What follows belongs to an exercise in optimizing a design on an open flow for small area, a short achievable clock period and few clock cycles; a production flow would make more cautious choices. Function was checked by simulation only, so behaviour that the tests miss may differ from the original. Power figures rest on the tool's default switching activity, not on a simulated workload.

[flow/config.mk]
export PLATFORM = sky130hd
export DESIGN_NAME = matvec_top
export DESIGN_NICKNAME = matvec_top
export VERILOG_FILES = /design/flow/design.v
export SDC_FILE = /design/flow/constraint.sdc
export NUM_CORES = 4
export LEC_CHECK = 0
export CAP_MARGIN = 20
export CORE_MARGIN = 2
export CORE_UTILIZATION = 70
export CTS_CLUSTER_DIAMETER = 120
export CTS_CLUSTER_SIZE = 24
export SETUP_SLACK_MARGIN = 4.6
export SLEW_MARGIN = 20
export TNS_END_PERCENT = 0
[flow/constraint.sdc]
create_clock -name core_clock -period 8.0 [get_ports {clk}]
set_input_delay 1.6000 -clock core_clock [delete_from_list [all_inputs] [get_ports {clk}]]
set_output_delay 1.6000 -clock core_clock [all_outputs]
set_load 0.01 [all_outputs]
[flow/design.v]
package matvec_pkg;
    typedef logic signed [14-1:0] elem_t;
    typedef logic signed [28-1:0] acc_t;
    typedef logic [$clog2(8*8)-1:0] w_addr_t;
    typedef logic [$clog2(8)-1:0] x_addr_t;
endpackage
`timescale 1ns/1ps
module mul_csa (
    input  logic [13:0] w,
    input  logic [6:0] one,
    input  logic [6:0] two,
    input  logic [6:0] neg,
    output logic [28:0] s,
    output logic [28:0] c
);
    wire pp0_0 = ((one[0] & w[0]) | (two[0] & 1'b0)) ^ neg[0];
    wire pp0_1 = ((one[0] & w[1]) | (two[0] & w[0])) ^ neg[0];
    wire pp0_2 = ((one[0] & w[2]) | (two[0] & w[1])) ^ neg[0];
    wire pp0_3 = ((one[0] & w[3]) | (two[0] & w[2])) ^ neg[0];
    wire pp0_4 = ((one[0] & w[4]) | (two[0] & w[3])) ^ neg[0];
    wire pp0_5 = ((one[0] & w[5]) | (two[0] & w[4])) ^ neg[0];
    wire pp0_6 = ((one[0] & w[6]) | (two[0] & w[5])) ^ neg[0];
    wire pp0_7 = ((one[0] & w[7]) | (two[0] & w[6])) ^ neg[0];
    wire pp0_8 = ((one[0] & w[8]) | (two[0] & w[7])) ^ neg[0];
    wire pp0_9 = ((one[0] & w[9]) | (two[0] & w[8])) ^ neg[0];
    wire pp0_10 = ((one[0] & w[10]) | (two[0] & w[9])) ^ neg[0];
    wire pp0_11 = ((one[0] & w[11]) | (two[0] & w[10])) ^ neg[0];
    wire pp0_12 = ((one[0] & w[12]) | (two[0] & w[11])) ^ neg[0];
    wire pp0_13 = ((one[0] & w[13]) | (two[0] & w[12])) ^ neg[0];
    wire pp0_14 = ((one[0] & w[13]) | (two[0] & w[13])) ^ neg[0];
    wire pp0_15 = ~(((one[0] & w[13]) | (two[0] & w[13])) ^ neg[0]);
    wire pp1_0 = ((one[1] & w[0]) | (two[1] & 1'b0)) ^ neg[1];
    wire pp1_1 = ((one[1] & w[1]) | (two[1] & w[0])) ^ neg[1];
    wire pp1_2 = ((one[1] & w[2]) | (two[1] & w[1])) ^ neg[1];
    wire pp1_3 = ((one[1] & w[3]) | (two[1] & w[2])) ^ neg[1];
    wire pp1_4 = ((one[1] & w[4]) | (two[1] & w[3])) ^ neg[1];
    wire pp1_5 = ((one[1] & w[5]) | (two[1] & w[4])) ^ neg[1];
    wire pp1_6 = ((one[1] & w[6]) | (two[1] & w[5])) ^ neg[1];
    wire pp1_7 = ((one[1] & w[7]) | (two[1] & w[6])) ^ neg[1];
    wire pp1_8 = ((one[1] & w[8]) | (two[1] & w[7])) ^ neg[1];
    wire pp1_9 = ((one[1] & w[9]) | (two[1] & w[8])) ^ neg[1];
    wire pp1_10 = ((one[1] & w[10]) | (two[1] & w[9])) ^ neg[1];
    wire pp1_11 = ((one[1] & w[11]) | (two[1] & w[10])) ^ neg[1];
    wire pp1_12 = ((one[1] & w[12]) | (two[1] & w[11])) ^ neg[1];
    wire pp1_13 = ((one[1] & w[13]) | (two[1] & w[12])) ^ neg[1];
    wire pp1_14 = ((one[1] & w[13]) | (two[1] & w[13])) ^ neg[1];
    wire pp1_15 = ~(((one[1] & w[13]) | (two[1] & w[13])) ^ neg[1]);
    wire pp2_0 = ((one[2] & w[0]) | (two[2] & 1'b0)) ^ neg[2];
    wire pp2_1 = ((one[2] & w[1]) | (two[2] & w[0])) ^ neg[2];
    wire pp2_2 = ((one[2] & w[2]) | (two[2] & w[1])) ^ neg[2];
    wire pp2_3 = ((one[2] & w[3]) | (two[2] & w[2])) ^ neg[2];
    wire pp2_4 = ((one[2] & w[4]) | (two[2] & w[3])) ^ neg[2];
    wire pp2_5 = ((one[2] & w[5]) | (two[2] & w[4])) ^ neg[2];
    wire pp2_6 = ((one[2] & w[6]) | (two[2] & w[5])) ^ neg[2];
    wire pp2_7 = ((one[2] & w[7]) | (two[2] & w[6])) ^ neg[2];
    wire pp2_8 = ((one[2] & w[8]) | (two[2] & w[7])) ^ neg[2];
    wire pp2_9 = ((one[2] & w[9]) | (two[2] & w[8])) ^ neg[2];
    wire pp2_10 = ((one[2] & w[10]) | (two[2] & w[9])) ^ neg[2];
    wire pp2_11 = ((one[2] & w[11]) | (two[2] & w[10])) ^ neg[2];
    wire pp2_12 = ((one[2] & w[12]) | (two[2] & w[11])) ^ neg[2];
    wire pp2_13 = ((one[2] & w[13]) | (two[2] & w[12])) ^ neg[2];
    wire pp2_14 = ((one[2] & w[13]) | (two[2] & w[13])) ^ neg[2];
    wire pp2_15 = ~(((one[2] & w[13]) | (two[2] & w[13])) ^ neg[2]);
    wire pp3_0 = ((one[3] & w[0]) | (two[3] & 1'b0)) ^ neg[3];
    wire pp3_1 = ((one[3] & w[1]) | (two[3] & w[0])) ^ neg[3];
    wire pp3_2 = ((one[3] & w[2]) | (two[3] & w[1])) ^ neg[3];
    wire pp3_3 = ((one[3] & w[3]) | (two[3] & w[2])) ^ neg[3];
    wire pp3_4 = ((one[3] & w[4]) | (two[3] & w[3])) ^ neg[3];
    wire pp3_5 = ((one[3] & w[5]) | (two[3] & w[4])) ^ neg[3];
    wire pp3_6 = ((one[3] & w[6]) | (two[3] & w[5])) ^ neg[3];
    wire pp3_7 = ((one[3] & w[7]) | (two[3] & w[6])) ^ neg[3];
    wire pp3_8 = ((one[3] & w[8]) | (two[3] & w[7])) ^ neg[3];
    wire pp3_9 = ((one[3] & w[9]) | (two[3] & w[8])) ^ neg[3];
    wire pp3_10 = ((one[3] & w[10]) | (two[3] & w[9])) ^ neg[3];
    wire pp3_11 = ((one[3] & w[11]) | (two[3] & w[10])) ^ neg[3];
    wire pp3_12 = ((one[3] & w[12]) | (two[3] & w[11])) ^ neg[3];
    wire pp3_13 = ((one[3] & w[13]) | (two[3] & w[12])) ^ neg[3];
    wire pp3_14 = ((one[3] & w[13]) | (two[3] & w[13])) ^ neg[3];
    wire pp3_15 = ~(((one[3] & w[13]) | (two[3] & w[13])) ^ neg[3]);
    wire pp4_0 = ((one[4] & w[0]) | (two[4] & 1'b0)) ^ neg[4];
    wire pp4_1 = ((one[4] & w[1]) | (two[4] & w[0])) ^ neg[4];
    wire pp4_2 = ((one[4] & w[2]) | (two[4] & w[1])) ^ neg[4];
    wire pp4_3 = ((one[4] & w[3]) | (two[4] & w[2])) ^ neg[4];
    wire pp4_4 = ((one[4] & w[4]) | (two[4] & w[3])) ^ neg[4];
    wire pp4_5 = ((one[4] & w[5]) | (two[4] & w[4])) ^ neg[4];
    wire pp4_6 = ((one[4] & w[6]) | (two[4] & w[5])) ^ neg[4];
    wire pp4_7 = ((one[4] & w[7]) | (two[4] & w[6])) ^ neg[4];
    wire pp4_8 = ((one[4] & w[8]) | (two[4] & w[7])) ^ neg[4];
    wire pp4_9 = ((one[4] & w[9]) | (two[4] & w[8])) ^ neg[4];
    wire pp4_10 = ((one[4] & w[10]) | (two[4] & w[9])) ^ neg[4];
    wire pp4_11 = ((one[4] & w[11]) | (two[4] & w[10])) ^ neg[4];
    wire pp4_12 = ((one[4] & w[12]) | (two[4] & w[11])) ^ neg[4];
    wire pp4_13 = ((one[4] & w[13]) | (two[4] & w[12])) ^ neg[4];
    wire pp4_14 = ((one[4] & w[13]) | (two[4] & w[13])) ^ neg[4];
    wire pp4_15 = ~(((one[4] & w[13]) | (two[4] & w[13])) ^ neg[4]);
    wire pp5_0 = ((one[5] & w[0]) | (two[5] & 1'b0)) ^ neg[5];
    wire pp5_1 = ((one[5] & w[1]) | (two[5] & w[0])) ^ neg[5];
    wire pp5_2 = ((one[5] & w[2]) | (two[5] & w[1])) ^ neg[5];
    wire pp5_3 = ((one[5] & w[3]) | (two[5] & w[2])) ^ neg[5];
    wire pp5_4 = ((one[5] & w[4]) | (two[5] & w[3])) ^ neg[5];
    wire pp5_5 = ((one[5] & w[5]) | (two[5] & w[4])) ^ neg[5];
    wire pp5_6 = ((one[5] & w[6]) | (two[5] & w[5])) ^ neg[5];
    wire pp5_7 = ((one[5] & w[7]) | (two[5] & w[6])) ^ neg[5];
    wire pp5_8 = ((one[5] & w[8]) | (two[5] & w[7])) ^ neg[5];
    wire pp5_9 = ((one[5] & w[9]) | (two[5] & w[8])) ^ neg[5];
    wire pp5_10 = ((one[5] & w[10]) | (two[5] & w[9])) ^ neg[5];
    wire pp5_11 = ((one[5] & w[11]) | (two[5] & w[10])) ^ neg[5];
    wire pp5_12 = ((one[5] & w[12]) | (two[5] & w[11])) ^ neg[5];
    wire pp5_13 = ((one[5] & w[13]) | (two[5] & w[12])) ^ neg[5];
    wire pp5_14 = ((one[5] & w[13]) | (two[5] & w[13])) ^ neg[5];
    wire pp5_15 = ~(((one[5] & w[13]) | (two[5] & w[13])) ^ neg[5]);
    wire pp6_0 = ((one[6] & w[0]) | (two[6] & 1'b0)) ^ neg[6];
    wire pp6_1 = ((one[6] & w[1]) | (two[6] & w[0])) ^ neg[6];
    wire pp6_2 = ((one[6] & w[2]) | (two[6] & w[1])) ^ neg[6];
    wire pp6_3 = ((one[6] & w[3]) | (two[6] & w[2])) ^ neg[6];
    wire pp6_4 = ((one[6] & w[4]) | (two[6] & w[3])) ^ neg[6];
    wire pp6_5 = ((one[6] & w[5]) | (two[6] & w[4])) ^ neg[6];
    wire pp6_6 = ((one[6] & w[6]) | (two[6] & w[5])) ^ neg[6];
    wire pp6_7 = ((one[6] & w[7]) | (two[6] & w[6])) ^ neg[6];
    wire pp6_8 = ((one[6] & w[8]) | (two[6] & w[7])) ^ neg[6];
    wire pp6_9 = ((one[6] & w[9]) | (two[6] & w[8])) ^ neg[6];
    wire pp6_10 = ((one[6] & w[10]) | (two[6] & w[9])) ^ neg[6];
    wire pp6_11 = ((one[6] & w[11]) | (two[6] & w[10])) ^ neg[6];
    wire pp6_12 = ((one[6] & w[12]) | (two[6] & w[11])) ^ neg[6];
    wire pp6_13 = ((one[6] & w[13]) | (two[6] & w[12])) ^ neg[6];
    wire pp6_14 = ((one[6] & w[13]) | (two[6] & w[13])) ^ neg[6];
    wire pp6_15 = ~(((one[6] & w[13]) | (two[6] & w[13])) ^ neg[6]);
    wire s1 = pp0_10 ^ pp1_8;
    wire c2 = pp0_10 & pp1_8;
    wire s3 = pp0_11 ^ pp1_9;
    wire c4 = pp0_11 & pp1_9;
    wire s5 = pp0_12 ^ pp1_10 ^ pp2_8;
    wire c6 = (pp0_12 & pp1_10) | (pp2_8 & (pp0_12 ^ pp1_10));
    wire s7 = pp3_6 ^ pp4_4;
    wire c8 = pp3_6 & pp4_4;
    wire s9 = pp0_13 ^ pp1_11 ^ pp2_9;
    wire c10 = (pp0_13 & pp1_11) | (pp2_9 & (pp0_13 ^ pp1_11));
    wire s11 = pp3_7 ^ pp4_5;
    wire c12 = pp3_7 & pp4_5;
    wire s13 = pp0_14 ^ pp1_12 ^ pp2_10;
    wire c14 = (pp0_14 & pp1_12) | (pp2_10 & (pp0_14 ^ pp1_12));
    wire s15 = pp3_8 ^ pp4_6;
    wire c16 = pp3_8 & pp4_6;
    wire s17 = pp0_15 ^ pp1_13 ^ pp2_11;
    wire c18 = (pp0_15 & pp1_13) | (pp2_11 & (pp0_15 ^ pp1_13));
    wire s19 = pp3_9 ^ pp4_7 ^ pp5_5;
    wire c20 = (pp3_9 & pp4_7) | (pp5_5 & (pp3_9 ^ pp4_7));
    wire s21 = pp1_14 ^ pp2_12 ^ pp3_10;
    wire c22 = (pp1_14 & pp2_12) | (pp3_10 & (pp1_14 ^ pp2_12));
    wire s23 = pp4_8 ^ pp5_6;
    wire c24 = pp4_8 & pp5_6;
    wire s25 = pp1_15 ^ pp2_13 ^ pp3_11;
    wire c26 = (pp1_15 & pp2_13) | (pp3_11 & (pp1_15 ^ pp2_13));
    wire s27 = pp2_14 ^ pp3_12;
    wire c28 = pp2_14 & pp3_12;
    wire s29 = pp0_6 ^ pp1_4;
    wire c30 = pp0_6 & pp1_4;
    wire s31 = pp0_7 ^ pp1_5;
    wire c32 = pp0_7 & pp1_5;
    wire s33 = pp0_8 ^ pp1_6 ^ pp2_4;
    wire c34 = (pp0_8 & pp1_6) | (pp2_4 & (pp0_8 ^ pp1_6));
    wire s35 = pp3_2 ^ pp4_0;
    wire c36 = pp3_2 & pp4_0;
    wire s37 = pp0_9 ^ pp1_7 ^ pp2_5;
    wire c38 = (pp0_9 & pp1_7) | (pp2_5 & (pp0_9 ^ pp1_7));
    wire s39 = pp3_3 ^ pp4_1;
    wire c40 = pp3_3 & pp4_1;
    wire s41 = pp2_6 ^ pp3_4 ^ pp4_2;
    wire c42 = (pp2_6 & pp3_4) | (pp4_2 & (pp2_6 ^ pp3_4));
    wire s43 = pp5_0 ^ neg[5] ^ s1;
    wire c44 = (pp5_0 & neg[5]) | (s1 & (pp5_0 ^ neg[5]));
    wire s45 = pp2_7 ^ pp3_5 ^ pp4_3;
    wire c46 = (pp2_7 & pp3_5) | (pp4_3 & (pp2_7 ^ pp3_5));
    wire s47 = pp5_1 ^ s3 ^ c2;
    wire c48 = (pp5_1 & s3) | (c2 & (pp5_1 ^ s3));
    wire s49 = pp5_2 ^ pp6_0 ^ neg[6];
    wire c50 = (pp5_2 & pp6_0) | (neg[6] & (pp5_2 ^ pp6_0));
    wire s51 = s5 ^ s7 ^ c4;
    wire c52 = (s5 & s7) | (c4 & (s5 ^ s7));
    wire s53 = pp5_3 ^ pp6_1 ^ s9;
    wire c54 = (pp5_3 & pp6_1) | (s9 & (pp5_3 ^ pp6_1));
    wire s55 = s11 ^ c6 ^ c8;
    wire c56 = (s11 & c6) | (c8 & (s11 ^ c6));
    wire s57 = pp5_4 ^ pp6_2 ^ s13;
    wire c58 = (pp5_4 & pp6_2) | (s13 & (pp5_4 ^ pp6_2));
    wire s59 = s15 ^ c10 ^ c12;
    wire c60 = (s15 & c10) | (c12 & (s15 ^ c10));
    wire s61 = pp6_3 ^ 1'b1 ^ s17;
    wire c62 = (pp6_3 & 1'b1) | (s17 & (pp6_3 ^ 1'b1));
    wire s63 = s19 ^ c14 ^ c16;
    wire c64 = (s19 & c14) | (c16 & (s19 ^ c14));
    wire s65 = pp6_4 ^ 1'b1 ^ s21;
    wire c66 = (pp6_4 & 1'b1) | (s21 & (pp6_4 ^ 1'b1));
    wire s67 = s23 ^ c18 ^ c20;
    wire c68 = (s23 & c18) | (c20 & (s23 ^ c18));
    wire s69 = pp4_9 ^ pp5_7 ^ pp6_5;
    wire c70 = (pp4_9 & pp5_7) | (pp6_5 & (pp4_9 ^ pp5_7));
    wire s71 = s25 ^ c22 ^ c24;
    wire c72 = (s25 & c22) | (c24 & (s25 ^ c22));
    wire s73 = pp4_10 ^ pp5_8 ^ pp6_6;
    wire c74 = (pp4_10 & pp5_8) | (pp6_6 & (pp4_10 ^ pp5_8));
    wire s75 = 1'b1 ^ s27 ^ c26;
    wire c76 = (1'b1 & s27) | (c26 & (1'b1 ^ s27));
    wire s77 = pp2_15 ^ pp3_13 ^ pp4_11;
    wire c78 = (pp2_15 & pp3_13) | (pp4_11 & (pp2_15 ^ pp3_13));
    wire s79 = pp5_9 ^ pp6_7 ^ c28;
    wire c80 = (pp5_9 & pp6_7) | (c28 & (pp5_9 ^ pp6_7));
    wire s81 = pp3_14 ^ pp4_12 ^ pp5_10;
    wire c82 = (pp3_14 & pp4_12) | (pp5_10 & (pp3_14 ^ pp4_12));
    wire s83 = pp6_8 ^ 1'b1;
    wire c84 = pp6_8 & 1'b1;
    wire s85 = pp3_15 ^ pp4_13 ^ pp5_11;
    wire c86 = (pp3_15 & pp4_13) | (pp5_11 & (pp3_15 ^ pp4_13));
    wire s87 = pp4_14 ^ pp5_12;
    wire c88 = pp4_14 & pp5_12;
    wire s89 = pp0_4 ^ pp1_2;
    wire c90 = pp0_4 & pp1_2;
    wire s91 = pp0_5 ^ pp1_3;
    wire c92 = pp0_5 & pp1_3;
    wire s93 = pp2_2 ^ pp3_0 ^ neg[3];
    wire c94 = (pp2_2 & pp3_0) | (neg[3] & (pp2_2 ^ pp3_0));
    wire s95 = pp2_3 ^ pp3_1 ^ s31;
    wire c96 = (pp2_3 & pp3_1) | (s31 & (pp2_3 ^ pp3_1));
    wire s97 = neg[4] ^ s33 ^ s35;
    wire c98 = (neg[4] & s33) | (s35 & (neg[4] ^ s33));
    wire s99 = s37 ^ s39 ^ c34;
    wire c100 = (s37 & s39) | (c34 & (s37 ^ s39));
    wire s101 = s41 ^ s43 ^ c38;
    wire c102 = (s41 & s43) | (c38 & (s41 ^ s43));
    wire s103 = s45 ^ s47 ^ c42;
    wire c104 = (s45 & s47) | (c42 & (s45 ^ s47));
    wire s105 = s49 ^ s51 ^ c46;
    wire c106 = (s49 & s51) | (c46 & (s49 ^ s51));
    wire s107 = s53 ^ s55 ^ c50;
    wire c108 = (s53 & s55) | (c50 & (s53 ^ s55));
    wire s109 = s57 ^ s59 ^ c54;
    wire c110 = (s57 & s59) | (c54 & (s57 ^ s59));
    wire s111 = s61 ^ s63 ^ c58;
    wire c112 = (s61 & s63) | (c58 & (s61 ^ s63));
    wire s113 = s65 ^ s67 ^ c62;
    wire c114 = (s65 & s67) | (c62 & (s65 ^ s67));
    wire s115 = s69 ^ s71 ^ c66;
    wire c116 = (s69 & s71) | (c66 & (s69 ^ s71));
    wire s117 = s73 ^ s75 ^ c70;
    wire c118 = (s73 & s75) | (c70 & (s73 ^ s75));
    wire s119 = s77 ^ s79 ^ c74;
    wire c120 = (s77 & s79) | (c74 & (s77 ^ s79));
    wire s121 = s81 ^ s83 ^ c78;
    wire c122 = (s81 & s83) | (c78 & (s81 ^ s83));
    wire s123 = pp6_9 ^ s85 ^ c82;
    wire c124 = (pp6_9 & s85) | (c82 & (pp6_9 ^ s85));
    wire s125 = pp6_10 ^ 1'b1 ^ s87;
    wire c126 = (pp6_10 & 1'b1) | (s87 & (pp6_10 ^ 1'b1));
    wire s127 = pp4_15 ^ pp5_13 ^ pp6_11;
    wire c128 = (pp4_15 & pp5_13) | (pp6_11 & (pp4_15 ^ pp5_13));
    wire s129 = pp5_14 ^ pp6_12;
    wire c130 = pp5_14 & pp6_12;
    wire s131 = pp0_2 ^ pp1_0;
    wire c132 = pp0_2 & pp1_0;
    wire s133 = pp0_3 ^ pp1_1;
    wire c134 = pp0_3 & pp1_1;
    wire s135 = pp2_0 ^ neg[2] ^ s89;
    wire c136 = (pp2_0 & neg[2]) | (s89 & (pp2_0 ^ neg[2]));
    wire s137 = pp2_1 ^ s91 ^ c90;
    wire c138 = (pp2_1 & s91) | (c90 & (pp2_1 ^ s91));
    wire s139 = s29 ^ s93 ^ c92;
    wire c140 = (s29 & s93) | (c92 & (s29 ^ s93));
    wire s141 = c30 ^ s95 ^ c94;
    wire c142 = (c30 & s95) | (c94 & (c30 ^ s95));
    wire s143 = c32 ^ s97 ^ c96;
    wire c144 = (c32 & s97) | (c96 & (c32 ^ s97));
    wire s145 = c36 ^ s99 ^ c98;
    wire c146 = (c36 & s99) | (c98 & (c36 ^ s99));
    wire s147 = c40 ^ s101 ^ c100;
    wire c148 = (c40 & s101) | (c100 & (c40 ^ s101));
    wire s149 = c44 ^ s103 ^ c102;
    wire c150 = (c44 & s103) | (c102 & (c44 ^ s103));
    wire s151 = c48 ^ s105 ^ c104;
    wire c152 = (c48 & s105) | (c104 & (c48 ^ s105));
    wire s153 = c52 ^ s107 ^ c106;
    wire c154 = (c52 & s107) | (c106 & (c52 ^ s107));
    wire s155 = c56 ^ s109 ^ c108;
    wire c156 = (c56 & s109) | (c108 & (c56 ^ s109));
    wire s157 = c60 ^ s111 ^ c110;
    wire c158 = (c60 & s111) | (c110 & (c60 ^ s111));
    wire s159 = c64 ^ s113 ^ c112;
    wire c160 = (c64 & s113) | (c112 & (c64 ^ s113));
    wire s161 = c68 ^ s115 ^ c114;
    wire c162 = (c68 & s115) | (c114 & (c68 ^ s115));
    wire s163 = c72 ^ s117 ^ c116;
    wire c164 = (c72 & s117) | (c116 & (c72 ^ s117));
    wire s165 = c76 ^ s119 ^ c118;
    wire c166 = (c76 & s119) | (c118 & (c76 ^ s119));
    wire s167 = c80 ^ s121 ^ c120;
    wire c168 = (c80 & s121) | (c120 & (c80 ^ s121));
    wire s169 = c84 ^ s123 ^ c122;
    wire c170 = (c84 & s123) | (c122 & (c84 ^ s123));
    wire s171 = c86 ^ s125 ^ c124;
    wire c172 = (c86 & s125) | (c124 & (c86 ^ s125));
    wire s173 = c88 ^ s127 ^ c126;
    wire c174 = (c88 & s127) | (c126 & (c88 ^ s127));
    wire s175 = 1'b1 ^ s129 ^ c128;
    wire c176 = (1'b1 & s129) | (c128 & (1'b1 ^ s129));
    wire s177 = pp5_15 ^ pp6_13 ^ c130;
    wire c178 = (pp5_15 & pp6_13) | (c130 & (pp5_15 ^ pp6_13));
    wire s179 = pp6_14 ^ 1'b1;
    wire c180 = pp6_14 & 1'b1;
    assign s = {1'b1, pp6_15, s179, s177, s175, s173, s171, s169, s167, s165, s163, s161, s159, s157, s155, s153, s151, s149, s147, s145, s143, s141, s139, s137, s135, s133, neg[1], pp0_1, pp0_0};
    assign c = {1'b0, c180, c178, c176, c174, c172, c170, c168, c166, c164, c162, c160, c158, c156, c154, c152, c150, c148, c146, c144, c142, c140, c138, c136, c134, c132, s131, 1'b0, neg[0]};
endmodule
`timescale 1ns/1ps
module add_sk #(
    parameter int W = 29
) (
    input  logic [W-1:0] a,
    input  logic [W-1:0] b,
    output logic [W-1:0] y
);
    localparam int L = $clog2(W);
    logic [L:0][W-1:0] g;
    logic [L:0][W-1:0] p;
    always_comb begin
        g[0] = a & b;
        p[0] = a ^ b;
        for (int l = 0; l < L; l++) begin
            for (int i = 0; i < W; i++) begin
                if (((i >> l) & 1) == 1) begin
                    g[l+1][i] = g[l][i] | (p[l][i] & g[l][((i >> l) << l) - 1]);
                    p[l+1][i] = p[l][i] & p[l][((i >> l) << l) - 1];
                end else begin
                    g[l+1][i] = g[l][i];
                    p[l+1][i] = p[l][i];
                end
            end
        end
    end
    assign y = p[0] ^ {g[L][W-2:0], 1'b0};
endmodule
`timescale 1ns/1ps
module matvec_top (
    input  logic               clk,
    input  logic               reset,
    input  logic               input_valid,
    output logic               input_ready,
    input  matvec_pkg::elem_t  input_data,
    input  logic               new_matrix,
    output logic               output_valid,
    input  logic               output_ready,
    output matvec_pkg::acc_t   output_data
);
    localparam int N  = 8;
    localparam int IW = 14;
    localparam int AW = 28;
    localparam int D  = 12;             
    localparam logic [AW-1:0] ACC_MAX = {1'b0, {(AW-1){1'b1}}};
    localparam logic [AW-1:0] ACC_MIN = {1'b1, {(AW-1){1'b0}}};
    logic [2:0] ph;        
    logic [2:0] col;       
    logic [2:0] row;       
    logic [1:0] mode;      
    logic [4:0] owed;      
    logic       accept;
    logic       x_word;
    logic       mat_word;
    logic       last_x;
    logic [2:0] ph_n, col_n, row_n;
    logic [1:0] mode_n;
    logic [4:0] owed_n;
    logic       ready_q;
    assign x_word   = (mode == 2'd2) || ((mode == 2'd0) && !new_matrix);
    assign mat_word = (mode == 2'd1) || ((mode == 2'd0) && new_matrix);
    assign input_ready = ready_q;
    assign accept = input_valid && ready_q && !reset;
    assign last_x = accept && (mode == 2'd2) && (col == 3'd7);
    always_comb begin
        ph_n   = ph + 3'd1;
        col_n  = col;
        row_n  = row;
        mode_n = mode;
        if (accept) begin
            col_n = col + 3'd1;
            case (mode)
                2'd0: mode_n = new_matrix ? 2'd1 : 2'd2;
                2'd1: begin
                    if (col == 3'd7) begin
                        row_n = row + 3'd1;
                        if (row == 3'd7) mode_n = 2'd2;
                    end
                end
                default: begin
                    if (col == 3'd7) mode_n = 2'd0;
                end
            endcase
        end
        if (reset) begin
            ph_n   = '0;
            col_n  = '0;
            row_n  = '0;
            mode_n = 2'd0;
        end
    end
    always_ff @(posedge clk) begin
        ph      <= ph_n;
        col     <= col_n;
        row     <= row_n;
        mode    <= mode_n;
        ready_q <= (ph_n == col_n) &&
                   !((mode_n == 2'd2) && (col_n == 3'd7) && (owed_n > 5'(D - N)));
    end
    logic [N-1:0][N-1:0][IW-1:0] ring;
    for (genvar r = 0; r < N; r++) begin : g_ring
        always_ff @(posedge clk) begin
            for (int k = 0; k < N - 1; k++) ring[r][k] <= ring[r][k+1];
            if (accept && mat_word && (row == 3'(r))) ring[r][N-1] <= input_data;
            else                                      ring[r][N-1] <= ring[r][0];
        end
    end
    logic [N-1:0][6:0] xone, xtwo, xneg;
    logic [N+1:0]      fl;      
    logic [N+1:0]      ll;      
    logic [IW:0]       xb;
    logic [6:0]        one_in, two_in, neg_in;
    assign xb = {input_data, 1'b0};
    for (genvar i = 0; i < 7; i++) begin : g_rec
        assign one_in[i] = xb[2*i+1] ^ xb[2*i];
        assign two_in[i] = (xb[2*i+2] & ~xb[2*i+1] & ~xb[2*i]) |
                           (~xb[2*i+2] & xb[2*i+1] & xb[2*i]);
        assign neg_in[i] = xb[2*i+2];
    end
    always_ff @(posedge clk) begin
        xone[0] <= (accept && x_word) ? one_in : '0;
        xtwo[0] <= (accept && x_word) ? two_in : '0;
        xneg[0] <= (accept && x_word) ? neg_in : '0;
        for (int k = 1; k < N; k++) begin
            xone[k] <= xone[k-1];
            xtwo[k] <= xtwo[k-1];
            xneg[k] <= xneg[k-1];
        end
    end
    always_ff @(posedge clk) begin
        if (reset) begin
            fl <= '0;
            ll <= '0;
        end else begin
            fl <= {fl[N:0], accept && x_word && (col == 3'd0)};
            ll <= {ll[N:0], last_x};
        end
    end
    logic [N-1:0][AW-1:0] acc;
    logic [N-1:0]         sat_q;       
    logic [N-1:0]         sgn_q;       
    logic [N-1:0][AW-1:0] push_terms;
    for (genvar r = 0; r < N; r++) begin : g_row
        logic [IW-1:0] w;
        logic [AW:0]   s, c, t_q, u_q;
        logic [AW:0]   a, hs, hc, sum;
        assign w = ring[r][N-1-r];
        mul_csa u_mul (
            .w   (w),
            .one (xone[r]),
            .two (xtwo[r]),
            .neg (xneg[r]),
            .s (s),
            .c (c)
        );
        logic [AW-1:0] eff;
        assign eff = sat_q[r] ? (sgn_q[r] ? ACC_MIN : ACC_MAX) : acc[r];
        assign a   = fl[r+1] ? '0 : {eff[AW-1], eff};
        assign hs = a ^ t_q;
        assign hc = (u_q | (a & t_q)) << 1;
        add_sk #(.W(AW + 1)) u_add (
            .a (hs),
            .b (hc),
            .y (sum)
        );
        always_ff @(posedge clk) begin
            t_q <= s ^ c;
            u_q <= s & c;
            acc[r]   <= sum[AW-1:0];
            sat_q[r] <= sum[AW] != sum[AW-1];
            sgn_q[r] <= sum[AW];
        end
        assign push_terms[r] = ll[r+2] ? eff : '0;
    end
    localparam int NE = D - 1;
    logic [NE-1:0][AW-1:0] fe;
    logic [NE-1:0]         wp, rp;      
    logic [3:0]            n;           
    logic                  ov;
    logic [AW-1:0]         oq;
    logic                  push, pop, load, take;
    logic [AW-1:0]         din, head, nextval;
    always_comb begin
        din = '0;
        for (int r = 0; r < N; r++) din = din | push_terms[r];
        head = '0;
        for (int i = 0; i < NE; i++) head = head | (rp[i] ? fe[i] : '0);
    end
    logic       avail;
    logic [3:0] n_keep, n_take;
    logic [4:0] owed_keep, owed_pop;
    assign push      = |ll[N+1:2];
    assign avail     = (n != 4'd0) || push;
    assign load      = !ov || output_ready;
    assign pop       = ov && output_ready;
    assign take      = load && avail;
    assign nextval   = (n != 4'd0) ? head : din;
    assign owed_n    = reset ? 5'd0 : (pop ? owed_pop : owed_keep);
    assign n_keep    = n + 4'(push);
    assign n_take    = n_keep - 4'd1;
    assign owed_keep = owed + (last_x ? 5'd8 : 5'd0);
    assign owed_pop  = owed_keep - 5'd1;
    always_ff @(posedge clk) begin
        for (int i = 0; i < NE; i++) begin
            if (push && wp[i]) fe[i] <= din;
        end
        if (load) oq <= nextval;
    end
    always_ff @(posedge clk) begin
        if (reset) begin
            wp   <= NE'(1);
            rp   <= NE'(1);
            n    <= '0;
            ov   <= 1'b0;
            owed <= '0;
        end else begin
            if (push) wp <= {wp[NE-2:0], wp[NE-1]};
            if (take) rp <= {rp[NE-2:0], rp[NE-1]};
            n    <= take ? n_take : n_keep;
            ov   <= avail || (ov && !output_ready);
            owed <= owed_n;
        end
    end
    assign output_valid = ov;
    assign output_data  = oq;
endmodule
[flow/run.sh]
#!/bin/bash
# synth_recipe.tcl (not shown) runs the flow's synth.tcl, then flattens the netlist and writes it again
# the make line also repeats each setting of config.mk as NAME=value (left out here)
make -C /OpenROAD-flow-scripts/flow DESIGN_CONFIG=/design/flow/config.mk WORK_HOME=/design/flow/orfs CLKGATE_MAP_FILE= SYNTH_SCRIPT=/design/flow/synth_recipe.tcl finish
==> summary.md, run 1 <==
| Metric | Value |
|---|---|
| I/O Buffers | `48` |
| Number of flops mapped to enable cells by yosys | `336` |
| Worst path max stage delay | `0.45 ns` |
| Post-Syn Area per Cell | `11.4 µm²` |
| Placer congestion estimate | `0.977` |
| Clk buf depth | `3` |
| Crit path kind | `register to register` |
| Net Sw Frac | `37.3%` |
| Post-DR vias/cell | `6.26` |
| Comb pwr share | `43.4%` |
| Total grt overflow | `0` |
| DRT Pass-1 Iters | `9` |
| Final Setup Violations | `0` |
| Drt total wl | `273 mm` |
| MaxCap Viol Count | `0` |
| Clock share of power | `17.2%` |
| Setup TNS | `0 ns` |
| Leading area contributor after synthesis | `dfxtp_1` |
| Top FF cell, synth | `dfxtp_1` |
| Initial antenna violation count | `24` |
| WL/cell | `25.8 µm` |
| Max Slew Vio Count | `0` |
| Clock sink total | `2,127` |
| TritonCTS clock tree | `built` |
| GRT Overall Usage | `36.7%` |
| Crit path buf inv count | `1` |
| Vias | `66.5k` |
| Slew headroom | `21.0%` |
| Nets | `10.1k` |
| Leakage | `45.9 nW` |
| Pwr per Cell Area | `306 nW/µm²` |
| Clock slew at reported path FFs | `0.10 ns` |
| Synth Cell Area | `100,000 µm²` |
| Worst Setup End Kind | `register` |
| Max Freq | `0.282 GHz` |
| Die H | `383 µm` |
| Post-detail-place hpwl | `188 mm` |
| Worst slew pin tran | `1.18 ns` |
| Worst-path fanout max | `8` |
| Root Buffer | `clkbuf_16` |
| Layout area overhead | `7.13%` |
| Inserted Clock Buffers | `99` |
| DR DRC count | `0` |
| Sequential power share | `39.4%` |
| Total power | `32.9 mW` |
| Seq cells post-synth | `2,127` |
| Synth Warn # | `2` |
| Clk_skew | `0.0438 ns` |
| Vias in the first global route | `67.0k` |
| Mapped Nets | `10.2k` |
| Min cycle time layout | `3.55 ns` |
| Final ANT Viol Nets | `0` |
| Fin. Hold Viols | `0` |
| Cell internal pwr | `20.6 mW` |
| Critical Path RT | `8.67 ns` |
| Fin crit share | `44.4%` |
| Pin count of the biggest net entering global routing | `59` |
| Net Switching | `12.3 mW` |
| Core Util, Final | `75.8%` |
| CP delay by family, top | `compound AO/OA/AOI/OAI gates` |
| Max VDD drop | `0.000289 V` |
| 1st-iter DRT viols | `6,321` |
| Post-synth top cells | `dfxtp_1, inv_1, ha_1` |
| IO Pins | `49` |
| CP arrival | `4.22 ns` |
| Sequential fraction of the synthesis area | `45.8%` |
| H-tree levels | `3` |
| Initial core utilization | `70.7%` |
| Share of the synthesized area in the top cell type | `35.7%` |
| Count leader, synth | `dfxtp_1` |
| Row count | `138` |
| Hold crit path type | `register to register` |
| Worst-Skew Late Latency | `0.79 ns` |
| Die X | `383 µm` |
| FFs w/ async S/R, synth | `0%` |
| Placeable core area | `142,000 µm²` |
| Critical-path cell list | `buf_12 > o21ai_4 > nor2b_1 > ha_1 > ha_4 > a2111o_1 > a21oi_4 > o31ai_4 > a211oi_4 > nor3_2 > a2111oi_4 > mux2i_1` |
| Layout cells sized above 1 | `12.3%` |
| First-pass GRT wire length | `407 mm` |
| DIE AREA | `146,000 µm²` |
| Startpoint Class | `register` |
| Unrepaired setup endpoints after global routing | `true` |
| Top post-synthesis cells by area | `dfxtp_1, fa_1, ha_1` |
| Cell variety after synth | `82` |
| Mapped Cells | `8,811` |
| Status | `complete, no violations` |
| Slowest cell on crit path | `a2111o_1` |
## layout make-up
class / count / area, µm²
multi-input combinational: 5294 / 50300
sequential: 2127 / 46400
fill: 9338 / 34400
inverter: 903 / 3390
clock buffer: 118 / 2570
tap: 1890 / 2360
timing repair buffer: 261 / 2250
clock inverter: 7 / 151
antenna: 17 / 42.5
## power by group through the flow
stage	clock network, mW	registers [mW]	logic (mW)
2_1_floorplan	0	12.8	9.27
3_3_place_gp	0	13.2	12.2
3_5_place_dp	0	13.2	12.6
4_1_cts	5.71	13.0	13.0
5_1_grt	6.06	13.0	15.7
6_report	5.65	12.9	14.3
## worst reg2reg max path, cell delays in order (launching register included)
cell	delay (ns)
dfxtp_4	0.42
buf_12	0.16
o21ai_4	0.28
nor2b_1	0.22
ha_1	0.28
ha_4	0.27
a2111o_1	0.45
a21oi_4	0.17
o31ai_4	0.11
a211oi_4	0.33
nor3_2	0.09
a2111oi_4	0.41
mux2i_1	0.26
## logic make-up after synthesis
family,share of synthesized area [%]
mux,1.77
compound gates,11.9
buf+inv,5.28
fa+ha+maj,20.9
flops,45.8
simple gates,5.61
xor+xnor,8.84
## state kept, by name, indices dropped and copies added (netlist names), 10 cells and up
name,flops
xone,56
g_row.t_q,216
fe,308
ring,896
acc,224
ll,10
xneg,56
xtwo,56
oq,28
wp,11
rp,11
g_row.u_q,208
## worst paths after layout
path	from	end	slack, ns	depth (start not counted)
worst min register to register	ring[436]$_DFF_P_	ring[422]$_DFF_P_	0.31	0
worst min-delay path	ring[436]$_DFF_P_	ring[422]$_DFF_P_	0.31	0
worst max register to register	sat_q[1]$_DFF_P_	sat_q[1]$_DFF_P_	4.45	12
worst max-delay path	sat_q[1]$_DFF_P_	sat_q[1]$_DFF_P_	4.45	12
## placed cells by master (no fill, tap or decap), types with 56 or more instances in the layout
cell       count
dfxtp_2       95
dfxtp_4      102
a21oi_1      104
nand2_1      189
inv_1        903
a221oi_1      81
fa_1         528
o21ai_1       74
a31oi_1       56
edfxtp_1     336
nor2_1       193
buf_4        179
mux2_2       129
dfxtp_1     1594
a22oi_1      793
or2_2        214
xnor2_1      553
xor2_1       460
o21ai_0      207
a22o_1        80
nor2b_1      243
ha_1         812
clkbuf_16    102
## metal layers
| layer | track usage (%) | share of wire [%] | vias to the layer above |
|---|---|---|---|
| met4 | 19.4 | 5.6 | 20 |
| met1 | 47.3 | 39 | 32700 |
| met2 | 57.6 | 45 | 3498 |
| met3 | 8.79 | 10 | 706 |
| li1 | - | - | 29600 |
| met5 | 0 | 0.053 | - |
## timing repair
item,4_1_cts,5_1_grt
setup endpoints to repair,764,404
hold buffers,0,0
gates resized for setup,248,391
pin swaps,8,42
cloned,8,11
buffers inserted,9,74
## per-stage QoR
| step | hold slack [ns] | std cells | setup WS (ns) | instance area (µm²) |
|---|---|---|---|---|
| after global placement | 0.310 | 10400 | 2.63 | 102000 |
| after detailed placement | 0.312 | 10400 | 2.71 | 102000 |
| after floorplan | 0.310 | 8811 | 4.46 | 100000 |
| after global routing | 0.313 | 10600 | 4.28 | 107000 |
| final | 0.313 | 10600 | 4.45 | 108000 |
| after CTS | 0.308 | 10500 | 4.33 | 106000 |
Testbench counts, summed over its fixed seeds: cycles 5,464.
==> run 2: changes to the inputs <==
--- a/flow/config.mk
+++ b/flow/config.mk
@@ -10,6 +10,6 @@
 export CORE_UTILIZATION = 70
 export CTS_CLUSTER_DIAMETER = 120
 export CTS_CLUSTER_SIZE = 24
-export SETUP_SLACK_MARGIN = 4.6
+export SETUP_SLACK_MARGIN = 4.8
 export SLEW_MARGIN = 20
 export TNS_END_PERCENT = 0
==> run 2 against run 1 <==
Largest power group unchanged; synthesized area unchanged; sequential cell count unchanged; clock-buffer cell count up 1; die area unchanged; maximum frequency up 1.4%; worst setup slack better by 0.050 ns; critical path type unchanged; sequential share of layout area down 0.68 points; clock skew up 0.0029 ns; critical path depth up 4; global-route usage up 0.93 points.
==> summary.md, run 2 <==
| Metric | Value |
|---|---|
| DIE AREA | `146,000 µm²` |
| Worst path most repeated cell | `nor3_4` |
| CP arrival | `4.14 ns` |
| Vias | `67.2k` |
| FFs w/ async S/R, synth | `0%` |
| Post-detail-place hpwl | `189 mm` |
| Sequential cell area | `46,600 µm²` |
| DRT Pass-1 Iters | `7` |
| Seq cells post-synth | `2,127` |
| 1st-iter DRT viols | `7,258` |
| IO Pins | `49` |
| Placeable core area | `142,000 µm²` |
| Number of flops mapped to enable cells by yosys | `336` |
| Min cycle time layout | `3.50 ns` |
| Number of cells on the critical path | `16` |
| TritonCTS clock tree | `built` |
| CTS Hold Bufs | `0` |
| Worst Setup End Kind | `register` |
| Post-synth top cells | `dfxtp_1, inv_1, ha_1` |
| Layout cells sized above 1 | `14.6%` |
| Leading area contributor after synthesis | `dfxtp_1` |
| Most common cell after layout, fill and taps aside | `dfxtp_1` |
| DR DRC count | `0` |
| Inserted Clock Buffers | `98` |
| Fin. Hold Viols | `0` |
| Post-route setup slack | `4.50 ns` |
| Synth Warn # | `2` |
| Max VDD drop | `0.000483 V` |
| Root Buffer | `clkbuf_16` |
| Setup Slack @ Placement | `2.79 ns` |
| Hold depth | `0` |
| Clock slew at reported path FFs | `0.10 ns` |
| Total grt overflow | `0` |
| Unrepaired setup endpoints after global routing | `true` |
| Footprint of the multi-input gates | `51,400 µm²` |
| GRT Overall Usage | `37.6%` |
| Top flop regs | `ring (896), fe (308), acc (224)` |
| Final ANT Viol Nets | `0` |
| Layout area overhead | `9.16%` |
| Reg2reg path depth | `16` |
| Die H | `383 µm` |
| Slowest cell on crit path | `dfxtp_4` |
| Largest Register | `ring` |
| Row count | `138` |
| Post-Syn Area per Cell | `11.4 µm²` |
| Sequential fraction of the synthesis area | `45.8%` |
| Placed Instances | `10.4k` |
| Clk_skew | `0.0467 ns` |
| Leakage | `46.5 nW` |
| Max Freq | `0.286 GHz` |
| H-tree levels | `3` |
| Worst path max stage delay | `0.40 ns` |
| Slew headroom | `22.8%` |
| Mapped Nets | `10.2k` |
| Crit path buf inv count | `3` |
| WL/cell | `26.3 µm` |
| Share of the synthesized area in the top cell type | `35.7%` |
| Vias in the first global route | `68.3k` |
| Most frequent cells in the layout | `dfxtp_1, inv_1, a22oi_1, ha_1, xnor2_1` |
| Placer congestion estimate | `0.999` |
| Post-DP Area | `102,000 µm²` |
| Startpoint Class | `register` |
| Drt total wl | `281 mm` |
| Worst-path fanout max | `9` |
| Cell area after layout | `110,000 µm²` |
| Setup TNS | `0 ns` |
| Synth Cell Area | `100,000 µm²` |
| Crit path kind | `register to register` |
| Layout fillers | `9,028` |
| Cell Count, Final, Fillers Out | `10.7k` |
| Initial core utilization | `70.7%` |
| Status | `complete, no violations` |
| Clk buf depth | `3` |
| Top FF cell, synth | `dfxtp_1` |
| Clock sink total | `2,127` |
| Top post-synthesis cells by area | `dfxtp_1, fa_1, ha_1` |
| Final Setup Violations | `0` |
| Pwr per Cell Area | `310 nW/µm²` |
| MaxCap Viol Count | `0` |
| Die X | `383 µm` |
| Critical Path RT | `8.64 ns` |
| Nets | `10.1k` |
| Critical-path cell list | `buf_12 > nand2b_4 > o21ai_2 > nor2b_1 > ha_1 > or2_2 > ha_4 > nand4_1 > or3_4 > nor3_4 > buf_6 > nor3_4 > buf_4 > o31ai_4 > a21oi_2 > xnor2_1` |
| Max Slew Vio Count | `0` |
| Worst slew pin tran | `1.15 ns` |
| Post-DR vias/cell | `6.28` |
| Mapped Cells | `8,811` |
| Initial antenna violation count | `21` |
| I/O Buffers | `48` |
| Fin crit share | `43.8%` |
| Total power | `33.9 mW` |
| First-pass GRT wire length | `414 mm` |
| Largest register FFs | `896` |
| Cell variety after synth | `82` |
| Pin count of the biggest net entering global routing | `59` |
| CP delay by family, top | `simple AND/OR/NAND/NOR gates` |
| Worst-Skew Late Latency | `0.78 ns` |
| Count leader, synth | `dfxtp_1` |
| Hold crit path type | `register to register` |
| Core Util, Final | `77.2%` |
| Hold slack | `0.314 ns` |
-- run 2: final timing paths --
kind / startpoint / endpoint / slack, ns
max: sat_q[6]$_DFF_P_ / acc[194]$_DFF_P_ / 4.50
min: ring[656]$_DFF_P_ / ring[642]$_DFF_P_ / 0.31
max reg2reg: sat_q[6]$_DFF_P_ / acc[194]$_DFF_P_ / 4.50
min reg2reg: ring[656]$_DFF_P_ / ring[642]$_DFF_P_ / 0.31
-- run 2: final cells by class --
| class | count | share of cell area [%] |
|---|---|---|
| flip-flops and latches | 2127 | 42.5 |
| multi-input cells | 5293 | 46.9 |
| well taps | 1890 | 2.16 |
| diodes | 17 | 0.0388 |
| clock buffers | 119 | 2.33 |
| inverters | 903 | 3.09 |
| clock inverters | 7 | 0.112 |
| repair buffers | 340 | 2.83 |
-- run 2: power breakdown --
group	switching (mW)	total, mW	internal, mW
clock network	3.32	5.60	2.28
registers	0.770	13.0	12.3
logic	8.58	15.3	6.71
-- run 2: kinds of logic after synthesis --
kind of cell	synth area share, %
AOI/OAI and AO/OA	11.9
muxes	1.77
and+or+nand+nor	5.61
DFF	45.8
buffers and inverters	5.28
xor gates and xnor gates	8.84
adders and majority gates	20.9
-- run 2: worst register-to-register path, cell delays in order (launching register included) --
cell	delay, ns
dfxtp_4	0.40
buf_12	0.16
nand2b_4	0.14
o21ai_2	0.08
nor2b_1	0.14
ha_1	0.19
or2_2	0.32
ha_4	0.30
nand4_1	0.16
or3_4	0.38
nor3_4	0.21
buf_6	0.15
nor3_4	0.05
buf_4	0.16
o31ai_4	0.30
a21oi_2	0.11
xnor2_1	0.13
-- run 2: layer usage --
metal / share of wire, % / vias up / GRT usage (%) / routed length (µm)
met1: 37 / 33100 / 47.5 / 105000
met3: 10 / 851 / 8.00 / 28100
met4: 6.9 / 14 / 23.9 / 19300
met5: 0.073 / - / 0 / 204
li1: - / 29700 / - / -
met2: 46 / 3558 / 59.2 / 128000
-- run 2: repair_timing --
action                                  4_1_cts  5_1_grt
pin swaps                                    25       85
endpoints found under the hold margin         0        0
gates cloned                                 14        5
endpoints found under the setup margin     1056      664
setup buffers                                75       94
gates resized for setup                     513      421

[afterwards: timing with drivers on the ports]
The results above use ideal ports. As a check the final layouts listed here were re-extracted and re-timed, cells and wires unchanged. Step 1 assumes that a clkbuf_16 drives the clock port and a buf_2 every other input. Step 2 moves the port delays by t, midway between the first and last clock arrival at a register: inputs arrive t later, outputs are due t later. That takes back most of the time a late clock gives input paths. Three values: ideal ports, drivers, drivers and shift; two values: the first two.
run | t (ns) | setup slack, ns | latest minus earliest clock arrival (ns) | worst slew at a driven data input, ns | pins driven straight from the clock port
run 1 | 0.851 | 4.450 / 4.384 / 3.755 | 0.045 / 0.045 | 0.21 | 1
run 2 | 0.841 | 4.500 / 4.492 / 3.721 | 0.049 / 0.049 | 0.13 | 1
After both steps setup and hold are still met in every run listed. The setup slack of run 2, which loses most, moves by -0.008 ns with the drivers and by -0.779 ns with both steps.
